Source: an optimization exercise on an open RTL-to-GDS flow (aim: small area). Production flows keep margins and buffers that such runs may drop. Power figures rest on the tool's default switching activity, not on a simulated workload.

==> flow/design.v <==
package fi_pkg;
  localparam int FI_MODE_W = 2;
  localparam logic [FI_MODE_W-1:0] FI_FLIP   = 2'd0;
  localparam logic [FI_MODE_W-1:0] FI_SA0    = 2'd1;
  localparam logic [FI_MODE_W-1:0] FI_SA1    = 2'd2;
  localparam logic [FI_MODE_W-1:0] FI_DISARM = 2'd3;
endpackage
import fi_pkg::*;
module fi_channel
#(
  parameter int DATA_W = 32,
  parameter int CNT_W  = 32
) (
  input  logic              clk,
  input  logic              rst,
  input  logic              i_we,
  input  logic              i_load,
  input  logic              i_clr,
  input  logic              i_set,
  input  logic              i_inf,
  input  logic [DATA_W-1:0] i_mask,
  input  logic [CNT_W-1:0]  i_start,
  input  logic [CNT_W-1:0]  i_stop,
  input  logic [CNT_W-1:0]  i_cnt,
  input  logic [CNT_W-1:0]  i_cnt_inc,
  input  logic [DATA_W-1:0] i_data,
  output logic [CNT_W-1:0]  o_hits,
  output logic [DATA_W-1:0] o_data,
  output logic              o_apply,
  output logic              o_done
);
  logic              r_armed, r_active, r_inf, r_clr, r_set;
  logic [DATA_W-1:0] r_mask;
  logic [CNT_W-1:0]  r_start, r_stop;
  logic              w_last, w_clr, w_set, w_hit;
  logic [DATA_W-1:0] w_diff;
  assign o_apply = !rst && !i_load && (r_active || (r_armed && ~|(i_cnt ^ r_start)));
  assign w_last  = !r_inf && ~|(i_cnt_inc ^ r_stop);
  assign o_done  = o_apply && w_last && !i_we;
  assign w_clr   = o_apply && r_clr;
  assign w_set   = o_apply && r_set;
  for (genvar i = 0; i < DATA_W; i++) begin : g_bit
    assign o_data[i] = i_data[i] ? !(rst || (r_mask[i] && w_clr)) : (r_mask[i] && w_set);
    assign w_diff[i] = r_mask[i] && (i_data[i] ? r_clr : r_set);
  end
  assign w_hit = |w_diff;
  always_ff @(posedge clk) begin
    if (i_we) begin
      r_clr   <= i_clr;
      r_set   <= i_set;
      r_inf   <= i_inf;
      r_mask  <= i_mask;
      r_start <= i_start;
      r_stop  <= i_stop;
    end
    if (rst) begin
      r_armed  <= 1'b0;
      r_active <= 1'b0;
    end else if (i_we) begin
      r_armed  <= i_load;
      r_active <= 1'b0;
    end else if (o_apply) begin
      r_armed  <= 1'b0;
      r_active <= !w_last;
    end
  end
  logic [CNT_W-1:0] r_hits, w_t;
  logic [CNT_W:0]   w_pre;
  logic             w_inc;
  assign w_pre[0] = 1'b1;
  for (genvar i = 0; i < CNT_W; i++) begin : g_hit
    assign w_pre[i+1] = w_pre[i] && r_hits[i];
    assign w_t[i]     = w_inc && w_pre[i];
  end
  assign w_inc = o_apply && w_hit && !w_pre[CNT_W];
  always_ff @(posedge clk) r_hits <= (rst || i_we) ? '0 : r_hits ^ w_t;
  assign o_hits = r_hits;
endmodule
import fi_pkg::*;
module fi_inject_ctrl
#(
  parameter int DATA_W = 32,
  parameter int NUM_CH = 4,
  parameter int CNT_W  = 16
) (
  input  logic                                      dla_core_clk,
  input  logic                                      dla_core_rst,
  input  logic [NUM_CH*DATA_W-1:0]                  data_in,
  output logic [NUM_CH*DATA_W-1:0]                  data_out,
  input  logic                                      cfg_we,
  input  logic [(NUM_CH > 1 ? $clog2(NUM_CH) : 1)-1:0] cfg_ch,
  input  logic [FI_MODE_W-1:0]                      cfg_mode,
  input  logic [DATA_W-1:0]                         cfg_mask,
  input  logic [CNT_W-1:0]                          cfg_start,
  input  logic [CNT_W-1:0]                          cfg_dur,
  output logic [CNT_W-1:0]                          cycle_cnt,
  output logic [NUM_CH-1:0]                         inj_active,
  output logic [NUM_CH-1:0]                         inj_done
  ,
  output logic [NUM_CH*CNT_W-1:0]                   hit_cnt
);
  logic [CNT_W-1:0]         r_cnt, w_cnt_inc, w_stop;
  logic [CNT_W:0]           w_ct;
  logic [CNT_W/4:0]         w_bc;
  logic [NUM_CH*DATA_W-1:0] r_data_out, w_data_nxt;
  logic                     w_load, w_clr, w_set, w_inf;
  assign w_ct[0] = 1'b1;
  for (genvar i = 0; i < CNT_W; i++) begin : g_cnt
    assign w_ct[i+1]    = w_ct[i] && r_cnt[i];
    assign w_cnt_inc[i] = r_cnt[i] ^ w_ct[i];
  end
  always_ff @(posedge dla_core_clk) begin
    r_cnt      <= dla_core_rst ? '0 : w_cnt_inc;
    r_data_out <= w_data_nxt;
  end
  assign cycle_cnt = r_cnt;
  assign data_out  = r_data_out;
  assign w_load = cfg_mode != FI_DISARM;
  assign w_clr  = cfg_mode == FI_FLIP || cfg_mode == FI_SA0;
  assign w_set  = cfg_mode == FI_FLIP || cfg_mode == FI_SA1;
  assign w_inf  = cfg_dur == '0;
  assign w_bc[0] = 1'b0;
  for (genvar b = 0; b < CNT_W / 4; b++) begin : g_stop
    logic [4:0] w_c0, w_c1;
    logic [3:0] w_s0, w_s1;
    assign w_c0[0] = 1'b0;
    assign w_c1[0] = 1'b1;
    for (genvar i = 0; i < 4; i++) begin : g_bit
      assign w_s0[i]   = cfg_start[4*b+i] ^ cfg_dur[4*b+i] ^ w_c0[i];
      assign w_c0[i+1] = (cfg_start[4*b+i] & cfg_dur[4*b+i]) | (w_c0[i] & (cfg_start[4*b+i] ^ cfg_dur[4*b+i]));
      assign w_s1[i]   = cfg_start[4*b+i] ^ cfg_dur[4*b+i] ^ w_c1[i];
      assign w_c1[i+1] = (cfg_start[4*b+i] & cfg_dur[4*b+i]) | (w_c1[i] & (cfg_start[4*b+i] ^ cfg_dur[4*b+i]));
    end
    assign w_stop[4*b +: 4] = w_bc[b] ? w_s1 : w_s0;
    assign w_bc[b+1]        = w_bc[b] ? w_c1[4] : w_c0[4];
  end
  for (genvar k = 0; k < NUM_CH; k++) begin : g_ch
    logic w_we;
    assign w_we = cfg_we && int'(cfg_ch) == k;
    fi_channel #(.DATA_W(DATA_W), .CNT_W(CNT_W)) u_ch (
      .clk       (dla_core_clk),
      .rst       (dla_core_rst),
      .i_we      (w_we),
      .i_load    (w_we && w_load),
      .i_clr     (w_clr),
      .i_set     (w_set),
      .i_inf     (w_inf),
      .i_mask    (cfg_mask),
      .i_start   (cfg_start),
      .i_stop    (w_stop),
      .i_cnt     (r_cnt),
      .i_cnt_inc (w_cnt_inc),
      .i_data    (data_in[k*DATA_W +: DATA_W]),
      .o_hits    (hit_cnt[k*CNT_W +: CNT_W]),
      .o_data    (w_data_nxt[k*DATA_W +: DATA_W]),
      .o_apply   (inj_active[k]),
      .o_done    (inj_done[k])
    );
  end
endmodule
==> flow/config.mk <==
export PLATFORM = sky130hd
export DESIGN_NAME = fi_inject_ctrl
export DESIGN_NICKNAME = fi_inject_ctrl
export VERILOG_FILES = /design/flow/design.v
export SDC_FILE = /design/flow/constraint.sdc
export NUM_CORES = 4
export LEC_CHECK = 0
export CAP_MARGIN = 20
export CORE_MARGIN = 2
export CORE_UTILIZATION = 60
export PLACE_DENSITY = 0.7
export SLEW_MARGIN = 20
==> flow/constraint.sdc <==
create_clock -name core_clock -period 6.0 [get_ports {dla_core_clk}]
set_input_delay 1.2000 -clock core_clock [delete_from_list [all_inputs] [get_ports {dla_core_clk}]]
set_output_delay 1.2000 -clock core_clock [all_outputs]
set_load 0.01 [all_outputs]
standard.sh (not shown) runs the stock make flow with config.mk's settings and CLKGATE_MAP_FILE= SYNTH_SCRIPT=/design/flow/synth_recipe.tcl, a recipe that flattens the netlist after the stock synthesis.
==> flow/flow/run.sh <==
#!/bin/bash
set -euo pipefail
cd "$(dirname "$0")/.."
export BUFFER_PORTS_ARGS="-buffer_cell sky130_fd_sc_hd__buf_1"
export CTS_ARGS="-sink_clustering_enable -repair_clock_nets -dont_use_dummy_load -buf_list {sky130_fd_sc_hd__clkbuf_16} -sink_clustering_size 30 -sink_clustering_max_diameter 50"
bash standard.sh > standard_flow.log 2>&1
Change:
==> flow/flow/run.sh (replaced) <==
#!/bin/bash
set -euo pipefail
cd "$(dirname "$0")/.."
export BUFFER_PORTS_ARGS="-buffer_cell sky130_fd_sc_hd__buf_1"
export CTS_ARGS="-sink_clustering_enable -repair_clock_nets -dont_use_dummy_load -buf_list {sky130_fd_sc_hd__clkbuf_8 sky130_fd_sc_hd__clkbuf_16} -sink_clustering_size 20 -sink_clustering_max_diameter 50"
bash standard.sh > standard_flow.log 2>&1
- non-clock buffer count is lower by 1
- worst setup slack improved by 0.046 ns
- clock power is about the same
- final area hardly moves
Function was not checked in any run of this note: the RTL went through the layout flow alone.

[separate check: timing with driven ports]
How much do the figures lean on ideal ports? The routed layouts below were timed once more, with nothing changed but the port constraints.
Step 1 assumes that a clkbuf_16 drives the clock port and a buf_2 every other input.
Step 2 also shifts input and output timing later by t, the mid clock arrival at the registers, as if the neighbouring blocks saw the same clock.
Slacks: ideal ports / drivers / drivers and shift; pairs: ideal ports / drivers.
| run | t (ns) | slack for setup (ns) | slew at the worst register clock pin (ns) |
|---|---|---|---|
| the first run | 0.603 | 0.162 / 0.107 / -0.285 | 0.08 / 0.08 |
| the second run | 0.604 | 0.208 / 0.151 / -0.283 | 0.08 / 0.08 |
Met with ideal ports but missed after step 2: setup timing in the first run and the second run. The setup slack of the second run, which loses most, moves by -0.057 ns with the drivers and by -0.491 ns with both steps.
